From an optimization exercise on the open Yosys and OpenROAD flow, aimed at a short achievable clock period and few clock cycles per item; shortcuts taken in it are not production practice. The RTL was checked by simulation tests, not by an equivalence proof against the original design. Power is estimated from default activity; no workload was simulated.

File: flow/design.v
`timescale 1ns/1ps
module queue_table #(
    parameter int NUM_PORTS   = 4,
    parameter int NUM_PRIOS   = 4,
    parameter int CELL_AW     = 6,
    parameter int FRAME_CNT_W = 7,
    parameter int NUM_QUEUES  = NUM_PORTS * NUM_PRIOS,
    parameter int PRIO_W      = $clog2(NUM_PRIOS),
    parameter int QID_W       = $clog2(NUM_QUEUES)
) (
    input  logic                        i_clk,
    input  logic                        i_rst,
    input  logic                        i_append,
    input  logic [QID_W-1:0]            i_enq_qid,
    input  logic [CELL_AW-1:0]          i_enq_addr,
    input  logic                        i_enq_last,
    output logic [CELL_AW-1:0]          o_enq_tail,
    output logic                        o_enq_empty,
    output logic                        o_enq_tail_last,
    input  logic                        i_pop,
    input  logic [QID_W-1:0]            i_deq_qid,
    input  logic [CELL_AW-1:0]          i_deq_new_head,
    input  logic                        i_deq_frame_done,
    output logic [CELL_AW-1:0]          o_deq_head,
    output logic [CELL_AW-1:0]          o_deq_tail,
    output logic                        o_deq_empty,
    output logic [NUM_PORTS-1:0]        o_pending,
    output logic [NUM_PORTS*PRIO_W-1:0] o_top_prio
);
    logic [CELL_AW-1:0]     head      [NUM_QUEUES];
    logic [CELL_AW-1:0]     tail      [NUM_QUEUES];
    logic [FRAME_CNT_W-1:0] frame_cnt [NUM_QUEUES];
    logic [NUM_QUEUES-1:0]  q_empty;
    logic [NUM_QUEUES-1:0]  tail_last;
    logic [NUM_QUEUES-1:0]  cnt_inc;
    logic [NUM_QUEUES-1:0]  cnt_dec;
    logic                   pop_drains;
    logic                   same_q;
    assign pop_drains = i_pop && (head[i_deq_qid] == tail[i_deq_qid]);
    assign same_q     = i_append && i_pop && (i_enq_qid == i_deq_qid);
    assign o_enq_tail      = tail[i_enq_qid];
    assign o_enq_empty     = q_empty[i_enq_qid];
    assign o_enq_tail_last = tail_last[i_enq_qid];
    assign o_deq_head      = head[i_deq_qid];
    assign o_deq_tail      = tail[i_deq_qid];
    assign o_deq_empty     = q_empty[i_deq_qid];
    always_comb begin
        cnt_inc = '0;
        cnt_dec = '0;
        if (i_append && i_enq_last)
            cnt_inc[i_enq_qid] = 1'b1;
        if (i_pop && i_deq_frame_done)
            cnt_dec[i_deq_qid] = 1'b1;
    end
    always_ff @(posedge i_clk) begin
        if (i_pop)
            head[i_deq_qid] <= i_deq_new_head;
        if (i_append) begin
            tail[i_enq_qid] <= i_enq_addr;
            if (q_empty[i_enq_qid] || (same_q && pop_drains))
                head[i_enq_qid] <= i_enq_addr;
        end
    end
    always_ff @(posedge i_clk or posedge i_rst) begin
        if (i_rst) begin
            q_empty   <= '1;
            tail_last <= '0;
            for (int q = 0; q < NUM_QUEUES; q++)
                frame_cnt[q] <= '0;
        end else begin
            if (pop_drains)
                q_empty[i_deq_qid] <= 1'b1;
            if (i_append) begin
                q_empty[i_enq_qid]   <= 1'b0;
                tail_last[i_enq_qid] <= i_enq_last;
            end
            for (int q = 0; q < NUM_QUEUES; q++) begin
                if (cnt_inc[q] && !cnt_dec[q])
                    frame_cnt[q] <= frame_cnt[q] + 1'b1;
                else if (cnt_dec[q] && !cnt_inc[q])
                    frame_cnt[q] <= frame_cnt[q] - 1'b1;
            end
        end
    end
    always_comb begin
        for (int p = 0; p < NUM_PORTS; p++) begin
            o_pending[p] = 1'b0;
            o_top_prio[p*PRIO_W +: PRIO_W] = '0;
            for (int r = NUM_PRIOS - 1; r >= 0; r--) begin
                if (frame_cnt[p * NUM_PRIOS + r] != '0) begin
                    o_pending[p] = 1'b1;
                    o_top_prio[p*PRIO_W +: PRIO_W] = r[PRIO_W-1:0];
                end
            end
        end
    end
endmodule
`timescale 1ns/1ps
module enqueue_engine #(
    parameter int PORT_W  = 2,
    parameter int PRIO_W  = 2,
    parameter int CELL_AW = 6,
    parameter int QID_W   = PORT_W + PRIO_W
) (
    input  logic               i_clk,
    input  logic               i_rst,
    input  logic               i_cell_vld,
    input  logic [CELL_AW-1:0] i_cell_addr,
    input  logic [PORT_W-1:0]  i_cell_port,
    input  logic [PRIO_W-1:0]  i_cell_prio,
    input  logic               i_cell_last,
    output logic               o_cell_rdy,
    output logic               o_append,
    output logic [QID_W-1:0]   o_enq_qid,
    output logic [CELL_AW-1:0] o_enq_addr,
    output logic               o_enq_last,
    input  logic [CELL_AW-1:0] i_enq_tail,
    input  logic               i_enq_empty,
    input  logic               i_enq_tail_last,
    output logic               o_mem_req,
    output logic               o_mem_we,
    output logic [CELL_AW-1:0] o_mem_addr,
    output logic [CELL_AW:0]   o_mem_wdata,
    input  logic               i_mem_gnt
);
    localparam logic EQ_IDLE = 1'b0;
    localparam logic EQ_LINK = 1'b1;
    logic               state;
    logic               accept;
    logic [CELL_AW-1:0] link_addr;
    logic [CELL_AW-1:0] link_next;
    logic               link_last;
    assign o_cell_rdy = (state == EQ_IDLE);
    assign accept     = i_cell_vld && o_cell_rdy;
    assign o_append   = accept;
    assign o_enq_qid  = {i_cell_port, i_cell_prio};
    assign o_enq_addr = i_cell_addr;
    assign o_enq_last = i_cell_last;
    assign o_mem_req   = (state == EQ_LINK);
    assign o_mem_we    = 1'b1;
    assign o_mem_addr  = link_addr;
    assign o_mem_wdata = {link_next, link_last};
    always_ff @(posedge i_clk or posedge i_rst) begin
        if (i_rst) begin
            state <= EQ_IDLE;
        end else begin
            case (state)
                EQ_IDLE: begin
                    if (accept && !i_enq_empty)
                        state <= EQ_LINK;
                end
                EQ_LINK: begin
                    if (i_mem_gnt)
                        state <= EQ_IDLE;
                end
                default: state <= EQ_IDLE;
            endcase
        end
    end
    always_ff @(posedge i_clk) begin
        if (accept) begin
            link_addr <= i_enq_tail;
            link_next <= i_cell_addr;
            link_last <= i_enq_tail_last;
        end
    end
endmodule
`timescale 1ns/1ps
module dequeue_engine #(
    parameter int NUM_PORTS = 4,
    parameter int PORT_W    = 2,
    parameter int PRIO_W    = 2,
    parameter int CELL_AW   = 6,
    parameter int QID_W     = PORT_W + PRIO_W
) (
    input  logic                        i_clk,
    input  logic                        i_rst,
    input  logic                        i_deq_vld,
    input  logic [PORT_W-1:0]           i_deq_port,
    input  logic [NUM_PORTS-1:0]        i_pending,
    input  logic [NUM_PORTS*PRIO_W-1:0] i_top_prio,
    input  logic                        i_out_rdy,
    output logic                        o_out_vld,
    output logic [CELL_AW-1:0]          o_out_addr,
    output logic                        o_out_last,
    output logic                        o_deq_busy,
    output logic                        o_pop,
    output logic [QID_W-1:0]            o_deq_qid,
    output logic [CELL_AW-1:0]          o_deq_new_head,
    output logic                        o_deq_frame_done,
    input  logic [CELL_AW-1:0]          i_deq_head,
    input  logic [CELL_AW-1:0]          i_deq_tail,
    input  logic                        i_deq_empty,
    output logic                        o_mem_req,
    output logic                        o_mem_we,
    output logic [CELL_AW-1:0]          o_mem_addr,
    output logic [CELL_AW:0]            o_mem_wdata,
    input  logic                        i_mem_gnt,
    input  logic [CELL_AW:0]            i_mem_rdata,
    input  logic                        i_mem_rvld
);
    localparam logic [1:0] DQ_IDLE    = 2'd0;
    localparam logic [1:0] DQ_READ    = 2'd1;
    localparam logic [1:0] DQ_WAIT    = 2'd2;
    localparam logic [1:0] DQ_PRESENT = 2'd3;
    logic [1:0]         state;
    logic [QID_W-1:0]   qid;
    logic [CELL_AW-1:0] next_addr;
    logic               next_vld;
    logic               out_last;
    logic               at_tail;
    logic               out_hs;
    logic [CELL_AW-1:0] rd_next;
    logic               rd_last;
    assign rd_next = i_mem_rdata[CELL_AW:1];
    assign rd_last = i_mem_rdata[0];
    assign at_tail = (i_deq_head == i_deq_tail);
    assign out_hs  = (state == DQ_PRESENT) && i_out_rdy;
    assign o_out_vld  = (state == DQ_PRESENT);
    assign o_out_last = out_last && o_out_vld;
    assign o_deq_busy = (state != DQ_IDLE);
    assign o_pop            = out_hs;
    assign o_deq_qid        = qid;
    assign o_deq_frame_done = out_last;
    assign o_deq_new_head   = next_vld ? next_addr : i_deq_tail;
    assign o_mem_req   = (state == DQ_READ) && !at_tail && !i_deq_empty;
    assign o_mem_we    = 1'b0;
    assign o_mem_addr  = i_deq_head;
    assign o_mem_wdata = '0;
    always_ff @(posedge i_clk or posedge i_rst) begin
        if (i_rst) begin
            state    <= DQ_IDLE;
            qid      <= '0;
            next_vld <= 1'b0;
            out_last <= 1'b0;
        end else begin
            case (state)
                DQ_IDLE: begin
                    if (i_deq_vld && i_pending[i_deq_port]) begin
                        qid   <= {i_deq_port, i_top_prio[i_deq_port*PRIO_W +: PRIO_W]};
                        state <= DQ_READ;
                    end
                end
                DQ_READ: begin
                    if (i_deq_empty) begin
                        state <= DQ_IDLE;
                    end else if (at_tail) begin
                        out_last <= 1'b1;
                        next_vld <= 1'b0;
                        state    <= DQ_PRESENT;
                    end else if (i_mem_gnt) begin
                        state <= DQ_WAIT;
                    end
                end
                DQ_WAIT: begin
                    if (i_mem_rvld) begin
                        out_last <= rd_last;
                        next_vld <= 1'b1;
                        state    <= DQ_PRESENT;
                    end
                end
                DQ_PRESENT: begin
                    if (!next_vld && i_deq_tail != o_out_addr)
                        next_vld <= 1'b1;
                    if (i_out_rdy)
                        state <= out_last ? DQ_IDLE : DQ_READ;
                end
                default: state <= DQ_IDLE;
            endcase
        end
    end
    always_ff @(posedge i_clk) begin
        if (state == DQ_READ)
            o_out_addr <= i_deq_head;
        if (state == DQ_WAIT && i_mem_rvld)
            next_addr <= rd_next;
        else if (state == DQ_PRESENT && !next_vld)
            next_addr <= i_deq_tail;
    end
endmodule
`timescale 1ns/1ps
module link_mem_arbiter #(
    parameter int CELL_AW = 6
) (
    input  logic               i_clk,
    input  logic               i_rst,
    input  logic               i_enq_req,
    input  logic               i_enq_we,
    input  logic [CELL_AW-1:0] i_enq_addr,
    input  logic [CELL_AW:0]   i_enq_wdata,
    output logic               o_enq_gnt,
    output logic [CELL_AW:0]   o_enq_rdata,
    output logic               o_enq_rvld,
    input  logic               i_deq_req,
    input  logic               i_deq_we,
    input  logic [CELL_AW-1:0] i_deq_addr,
    input  logic [CELL_AW:0]   i_deq_wdata,
    output logic               o_deq_gnt,
    output logic [CELL_AW:0]   o_deq_rdata,
    output logic               o_deq_rvld,
    output logic               o_ram_en,
    output logic               o_ram_we,
    output logic [CELL_AW-1:0] o_ram_addr,
    output logic [CELL_AW:0]   o_ram_wdata,
    input  logic [CELL_AW:0]   i_ram_rdata
);
    logic enq_rd_pend;
    logic deq_rd_pend;
    assign o_enq_gnt = i_enq_req;
    assign o_deq_gnt = i_deq_req && !i_enq_req;
    assign o_ram_en    = i_enq_req || i_deq_req;
    assign o_ram_we    = i_enq_req ? i_enq_we    : i_deq_we;
    assign o_ram_addr  = i_enq_req ? i_enq_addr  : i_deq_addr;
    assign o_ram_wdata = i_enq_req ? i_enq_wdata : i_deq_wdata;
    always_ff @(posedge i_clk or posedge i_rst) begin
        if (i_rst) begin
            enq_rd_pend <= 1'b0;
            deq_rd_pend <= 1'b0;
        end else begin
            enq_rd_pend <= o_enq_gnt && !i_enq_we;
            deq_rd_pend <= o_deq_gnt && !i_deq_we;
        end
    end
    assign o_enq_rdata = i_ram_rdata;
    assign o_enq_rvld  = enq_rd_pend;
    assign o_deq_rdata = i_ram_rdata;
    assign o_deq_rvld  = deq_rd_pend;
endmodule
`timescale 1ns/1ps
module link_ram #(
    parameter int CELL_AW = 6,
    parameter int DEPTH   = 1 << CELL_AW
) (
    input  logic               i_clk,
    input  logic               i_en,
    input  logic               i_we,
    input  logic [CELL_AW-1:0] i_addr,
    input  logic [CELL_AW:0]   i_wdata,
    output logic [CELL_AW:0]   o_rdata
);
    logic [CELL_AW:0] mem [DEPTH];
    always_ff @(posedge i_clk) begin
        if (i_en) begin
            if (i_we)
                mem[i_addr] <= i_wdata;
            else
                o_rdata <= mem[i_addr];
        end
    end
endmodule
`timescale 1ns/1ps
module pqm_top (
    input  logic       i_clk,
    input  logic       i_rst,
    input  logic       i_cell_vld,
    input  logic [5:0] i_cell_addr,
    input  logic [1:0] i_cell_port,
    input  logic [1:0] i_cell_prio,
    input  logic       i_cell_last,
    output logic       o_cell_rdy,
    input  logic       i_deq_vld,
    input  logic [1:0] i_deq_port,
    input  logic       i_out_rdy,
    output logic       o_out_vld,
    output logic [5:0] o_out_addr,
    output logic       o_out_last,
    output logic       o_deq_busy,
    output logic [3:0] o_pending,
    output logic [7:0] o_top_prio
);
    localparam int NUM_PORTS   = 4;
    localparam int NUM_PRIOS   = 4;
    localparam int CELL_AW     = 6;
    localparam int FRAME_CNT_W = 7;
    localparam int PORT_W      = 2;
    localparam int PRIO_W      = 2;
    localparam int QID_W       = 4;
    logic               append;
    logic [QID_W-1:0]   enq_qid;
    logic [CELL_AW-1:0] enq_addr;
    logic               enq_last;
    logic [CELL_AW-1:0] enq_tail;
    logic               enq_empty;
    logic               enq_tail_last;
    logic               pop;
    logic [QID_W-1:0]   deq_qid;
    logic [CELL_AW-1:0] deq_new_head;
    logic               deq_frame_done;
    logic [CELL_AW-1:0] deq_head;
    logic [CELL_AW-1:0] deq_tail;
    logic               deq_empty;
    logic               enq_mem_req, enq_mem_we, enq_mem_gnt, enq_mem_rvld;
    logic [CELL_AW-1:0] enq_mem_addr;
    logic [CELL_AW:0]   enq_mem_wdata, enq_mem_rdata;
    logic               deq_mem_req, deq_mem_we, deq_mem_gnt, deq_mem_rvld;
    logic [CELL_AW-1:0] deq_mem_addr;
    logic [CELL_AW:0]   deq_mem_wdata, deq_mem_rdata;
    logic               ram_en;
    logic               ram_we;
    logic [CELL_AW-1:0] ram_addr;
    logic [CELL_AW:0]   ram_wdata;
    logic [CELL_AW:0]   ram_rdata;
    queue_table #(
        .NUM_PORTS   (NUM_PORTS),
        .NUM_PRIOS   (NUM_PRIOS),
        .CELL_AW     (CELL_AW),
        .FRAME_CNT_W (FRAME_CNT_W)
    ) u_queue_table (
        .i_clk            (i_clk),
        .i_rst            (i_rst),
        .i_append         (append),
        .i_enq_qid        (enq_qid),
        .i_enq_addr       (enq_addr),
        .i_enq_last       (enq_last),
        .o_enq_tail       (enq_tail),
        .o_enq_empty      (enq_empty),
        .o_enq_tail_last  (enq_tail_last),
        .i_pop            (pop),
        .i_deq_qid        (deq_qid),
        .i_deq_new_head   (deq_new_head),
        .i_deq_frame_done (deq_frame_done),
        .o_deq_head       (deq_head),
        .o_deq_tail       (deq_tail),
        .o_deq_empty      (deq_empty),
        .o_pending        (o_pending),
        .o_top_prio       (o_top_prio)
    );
    enqueue_engine #(
        .PORT_W  (PORT_W),
        .PRIO_W  (PRIO_W),
        .CELL_AW (CELL_AW)
    ) u_enqueue_engine (
        .i_clk           (i_clk),
        .i_rst           (i_rst),
        .i_cell_vld      (i_cell_vld),
        .i_cell_addr     (i_cell_addr),
        .i_cell_port     (i_cell_port),
        .i_cell_prio     (i_cell_prio),
        .i_cell_last     (i_cell_last),
        .o_cell_rdy      (o_cell_rdy),
        .o_append        (append),
        .o_enq_qid       (enq_qid),
        .o_enq_addr      (enq_addr),
        .o_enq_last      (enq_last),
        .i_enq_tail      (enq_tail),
        .i_enq_empty     (enq_empty),
        .i_enq_tail_last (enq_tail_last),
        .o_mem_req       (enq_mem_req),
        .o_mem_we        (enq_mem_we),
        .o_mem_addr      (enq_mem_addr),
        .o_mem_wdata     (enq_mem_wdata),
        .i_mem_gnt       (enq_mem_gnt)
    );
    dequeue_engine #(
        .NUM_PORTS (NUM_PORTS),
        .PORT_W    (PORT_W),
        .PRIO_W    (PRIO_W),
        .CELL_AW   (CELL_AW)
    ) u_dequeue_engine (
        .i_clk            (i_clk),
        .i_rst            (i_rst),
        .i_deq_vld        (i_deq_vld),
        .i_deq_port       (i_deq_port),
        .i_pending        (o_pending),
        .i_top_prio       (o_top_prio),
        .i_out_rdy        (i_out_rdy),
        .o_out_vld        (o_out_vld),
        .o_out_addr       (o_out_addr),
        .o_out_last       (o_out_last),
        .o_deq_busy       (o_deq_busy),
        .o_pop            (pop),
        .o_deq_qid        (deq_qid),
        .o_deq_new_head   (deq_new_head),
        .o_deq_frame_done (deq_frame_done),
        .i_deq_head       (deq_head),
        .i_deq_tail       (deq_tail),
        .i_deq_empty      (deq_empty),
        .o_mem_req        (deq_mem_req),
        .o_mem_we         (deq_mem_we),
        .o_mem_addr       (deq_mem_addr),
        .o_mem_wdata      (deq_mem_wdata),
        .i_mem_gnt        (deq_mem_gnt),
        .i_mem_rdata      (deq_mem_rdata),
        .i_mem_rvld       (deq_mem_rvld)
    );
    link_mem_arbiter #(
        .CELL_AW (CELL_AW)
    ) u_link_mem_arbiter (
        .i_clk       (i_clk),
        .i_rst       (i_rst),
        .i_enq_req   (enq_mem_req),
        .i_enq_we    (enq_mem_we),
        .i_enq_addr  (enq_mem_addr),
        .i_enq_wdata (enq_mem_wdata),
        .o_enq_gnt   (enq_mem_gnt),
        .o_enq_rdata (enq_mem_rdata),
        .o_enq_rvld  (enq_mem_rvld),
        .i_deq_req   (deq_mem_req),
        .i_deq_we    (deq_mem_we),
        .i_deq_addr  (deq_mem_addr),
        .i_deq_wdata (deq_mem_wdata),
        .o_deq_gnt   (deq_mem_gnt),
        .o_deq_rdata (deq_mem_rdata),
        .o_deq_rvld  (deq_mem_rvld),
        .o_ram_en    (ram_en),
        .o_ram_we    (ram_we),
        .o_ram_addr  (ram_addr),
        .o_ram_wdata (ram_wdata),
        .i_ram_rdata (ram_rdata)
    );
    link_ram #(
        .CELL_AW (CELL_AW)
    ) u_link_ram (
        .i_clk   (i_clk),
        .i_en    (ram_en),
        .i_we    (ram_we),
        .i_addr  (ram_addr),
        .i_wdata (ram_wdata),
        .o_rdata (ram_rdata)
    );
endmodule
File: flow/config.mk
export PLATFORM = sky130hd
export DESIGN_NAME = pqm_top
export DESIGN_NICKNAME = pqm_top
export VERILOG_FILES = /design/flow/design.v
export SDC_FILE = /design/flow/constraint.sdc
export NUM_CORES = 4
export LEC_CHECK = 0
export CAP_MARGIN = 20
export CORE_MARGIN = 2
export CORE_UTILIZATION = 40
export SLEW_MARGIN = 20
File: flow/constraint.sdc
create_clock -name core_clock -period 7.0 [get_ports {i_clk}]
set_input_delay 1.4000 -clock core_clock [delete_from_list [all_inputs] [get_ports {i_clk}]]
set_output_delay 1.4000 -clock core_clock [all_outputs]
set_load 0.01 [all_outputs]
File: flow/run.sh
#!/bin/bash
# synth_recipe.tcl (not shown) runs the flow's synth.tcl, then flattens the netlist and writes it again
# the make line also repeats each setting of config.mk as NAME=value (left out here)
make -C /OpenROAD-flow-scripts/flow DESIGN_CONFIG=/design/flow/config.mk WORK_HOME=/design/flow/orfs CLKGATE_MAP_FILE= SYNTH_SCRIPT=/design/flow/synth_recipe.tcl finish
==> impl_metrics.tcl <==
set metrics [dict create \
    yosysTopAreaCell "edfxtp_1" \
    yosysWarnings 6 \
    initial_core_util_pct 40.4 \
    clk_path_buf_depth 3 \
    clkTransAtPathRegs_ns 0.06 \
    crit_top_cell "ha_1" \
    slowest_stage "dfrtp_2" \
    synth_compound_area_share_pct 6.51 \
    max_freq_mhz 195 \
    final_nets 3083 \
    p_leak_nw 16.1 \
    finalHoldViolCount 0 \
    hpwl_mm 64.1 \
    cp_cell_sequence "inv_1 > ha_1 > xor2_1 > nor3_1 > nand2_1 > ha_1 > inv_1 > ha_1 > nor2b_1 > o21a_1 > o21ai_0 > nand2b_1 > a21oi_1 > xnor2_1 > nor2_1 > xor2_1" \
    ant_nets 0 \
    via_per_inst 5.63 \
    p_per_area_mw_per_mm2 412 \
    synth_async_sr_flop_share_pct 18.6 \
    synth_simple_gate_area_share_pct 10.4 \
    synth_cell_types 61 \
    drcViolationCount 0 \
    path_buf_inv 2 \
    nFillCells 8562 \
    dieArea_mm2 0.100 \
    grtUsageTotal_pct 19.6 \
    grt_pass1_wl_mm 150 \
    critPathTopFamily "simple AND/OR/NAND/NOR gates" \
    grt_start_max_net_pins 107 \
    rsz0062_at_grt "no" \
    regArea_mm2 0.0241 \
    io-pin-count 40 \
    worstHoldStart "u_queue_table.frame_cnt[1][6]" \
    muxShareOfSynthArea_pct 11.9 \
    ir_drop_mv 0.304 \
    cp-start-kind "flop" \
    synthFlopType "edfxtp_1" \
    place.detailed.instances 4130 \
    portBuffers 39 \
    status "no timing/DRC/antenna violations" \
    path_class "flop to flop" \
    cts_resized 0 \
    wl_mm 98.3 \
    multi_input_area_mm2 0.0141 \
    dr.pass1.iters 6 \
    finalWorstPathRequiredPeriod_ns 5.12 \
    report.final.slew_viol_count 0 \
    overflow 0 \
    final_cells 4297 \
    final.setup_skew_ns 0.0314 \
    hold-worst-slack_ns 0.462 \
    tightestPinTransition_ns 1.04 \
    setup_tns_ns 0 \
    cts-root-buf "clkbuf_16" \
    grt_pass1_vias 24400 \
    worstSkewPairLatency_ns 0.67 \
    cts_tree "yes" \
    endpoint_kind "flop" \
    regToRegStartpoint "u_dequeue_engine.qid[1]" \
    die_width_um 317 \
    syn_nets 3054 \
    synth_top_family_by_area "multiplexers" \
    area_delta_synth_final_pct 12.4 \
    synthAdderAreaFrac_pct 4.15 \
    synth_xor_xnor_area_share_pct 2.89 \
    worst_ep_required_time_ns 7.53 \
    cap_violations 0 \
    drive_gt1_share_pct 15.3 \
    cts_buffers 88 \
    hold_class "flop to flop" \
    synth_seq_area_share_pct 61.5 \
    max_stage_delay_ns 0.89 \
    synth_seq_cells 826 \
    netlist.area_leader.share_pct 51.6 \
    synth-edff-count 672 \
    wl_per_cell_um 22.9 \
    first_iter_violations 2344 \
    syn_inst 2916 \
    setup_viol 0 \
    crit_arrival_ns 5.65 \
    max_slew_margin_pct 30.5 \
    fp.coreArea_mm2 0.0967 \
    ctsHoldBuffers 0 \
    synthTopCellsByArea "edfxtp_1 (52%), dfrtp_1 (8.8%), mux4_2 (4.9%)" \
    cts_sinks 826 \
    cp_max_fo 26 \
    rows 114 \
    critical_path.startpoint "u_dequeue_engine.qid[1]" \
    die_h_um 317 \
    synth_area_per_cell_um2 13.4 \
    grt_antenna_before_repair 5 \
    min_period_over_period_pct 73.1 \
    vias 24200 \
    cts_setup_buffers 0 \
    ctsHtreeMaxLevel 3 \
    syn_area_mm2 0.0391 \
    gp_congestion 0.860 \
]
## metal layers
metal,vias up,GRT usage [%],part of all wire [%]
met5,-,0,0.026
met2,834,32.3,48
met4,4,7.12,3.2
li1,10900,-,-
met3,185,3.69,6.4
met1,12200,26.0,42
## through the flow
stage | cell area, um2 | total power [mW] | utilization [%] | setup WS [ns]
floorplan | 39100 | 11.1 | - | 1.45
global placement | 40800 | 13.0 | 42.2 | 1.64
detailed placement | 40900 | 13.2 | 42.2 | 1.56
CTS | 43900 | 18.2 | 45.4 | 1.85
global route | 43900 | 19.1 | 45.4 | 1.54
finish | 43900 | 18.1 | 45.4 | 1.88
## placed cells by master (no fill, tap or decap), types with 24 or more instances in the layout
master and count:
mux4_2 85, buf_4 53, edfxtp_1 672, a21oi_1 67, xnor2_1 73, dfrtp_1 136, nand3_1 97, o21ai_0 87
clkbuf_16 89, mux2i_1 88, xor2_1 56, o21a_1 24, ha_1 104, a32oi_1 52, mux2_2 115, nor4_1 32
nand2_1 473, nor2_1 150, a31oi_1 81, inv_1 79, and3_1 36, clkdlybuf4s50_1 36, a21o_1 35
## cell usage after synthesis, types with 13 or more instances
cell / count
dfrtp_1: 138
a31oi_1: 81
and3_1: 36
o21bai_1: 20
mux4_2: 85
xnor2_1: 73
a21oi_1: 67
edfxtp_1: 672
buf_2: 32
dfstp_2: 16
mux4_1: 14
a32oi_1: 52
nand2_1: 473
nand3_1: 97
nor4_1: 33
inv_1: 80
buf_1: 17
a21o_1: 35
nor2b_1: 13
mux2i_1: 88
nor2_1: 150
o21a_1: 24
fa_1: 16
mux2_2: 115
o21ai_0: 87
nor3_1: 15
ha_1: 104
xor2_1: 56
clkbuf_1: 95
## worst paths after layout
kind,cells after the start,slack [ns],to
max,16,1.88,u_queue_table.frame_cnt[12][6]
min,1,0.46,u_queue_table.frame_cnt[1][6]
max reg2reg,16,1.88,u_queue_table.frame_cnt[12][6]
min reg2reg,1,0.46,u_queue_table.frame_cnt[1][6]
max in group asynchronous,4,4.55,u_dequeue_engine.qid[0]
min in group asynchronous,2,1.05,u_queue_table.frame_cnt[11][3]
## final cells by class
type                       instances  share of cell area (%)
timing repair buffer              97                    1.97
clock inverter                    60                    1.74
sequential                       826                    54.7
tap                             1276                    3.63
clock buffer                     104                    5.22
inverter                          81                   0.703
multi-input combinational       1851                    32.0
antenna                            2                  0.0114
## sequential cells by signal, summed over array words and instances, names as in the netlist, 4 cells and up, named ones only
name	cells
u_dequeue_engine.next_addr	6
u_dequeue_engine.o_out_addr	6
u_dequeue_engine.qid	4
u_enqueue_engine.link_addr	6
u_enqueue_engine.link_next	6
u_link_ram.mem	448
u_link_ram.o_rdata	7
u_queue_table.frame_cnt	112
u_queue_table.head	96
u_queue_table.q_empty	16
u_queue_table.tail	96
u_queue_table.tail_last	16
## worst reg2reg max path: cells and delay by family, from the launching register on
| kind | cells | cell delay (ns) |
|---|---|---|
| xor+xnor | 3 | 0.62 |
| simple gates | 5 | 1.26 |
| flops | 1 | 0.89 |
| compound gates | 3 | 0.48 |
| fa+ha+maj | 3 | 1.14 |
| buf+inv | 2 | 0.60 |
## logic make-up after synthesis
group | Yosys count
AOI/OAI and AO/OA | 390
xor gates and xnor gates | 129
buffers and inverters | 239
muxes | 314
and+or+nand+nor | 898
adders and majority gates | 120
DFF | 826
## report_power, final
group / total, mW / switching, mW / leakage, nW / internal (mW)
logic: 6.82 / 4.19 / 6.48 / 2.63
clock network: 4.92 / 2.00 / 1.50 / 2.92
registers: 6.36 / 0.457 / 8.07 / 5.91
Testbench counts, summed over its fixed seeds: cycles 28,408, cells 8,507.

-- port drivers added, routing unchanged --
How much do the figures lean on ideal ports? The routed layout below was timed once more, with nothing changed but the port constraints. Step 1: set_driving_cell puts a clkbuf_16 on i_clk and a buf_2 on each other input, an assumption about the parent block. Step 2 moves the port delays by t, midway between the first and last clock arrival at a register: inputs arrive t later, outputs are due t later. That takes back most of the time a late clock gives input paths. a / b / c = no drivers / after step 1 / after step 2; a / b = the first two.
t, ns: 0.722
slack for setup (ns): 1.885 / 1.885 / 1.508
worst hold slack (ns): 0.462 / 0.462 / 0.462
worst setup path at the end: input to register
latest minus earliest clock arrival (ns): 0.034 / 0.034
After both steps setup and hold are still met in this run. The setup slack of this run moves by 0.000 ns with the drivers and by -0.377 ns with both steps.
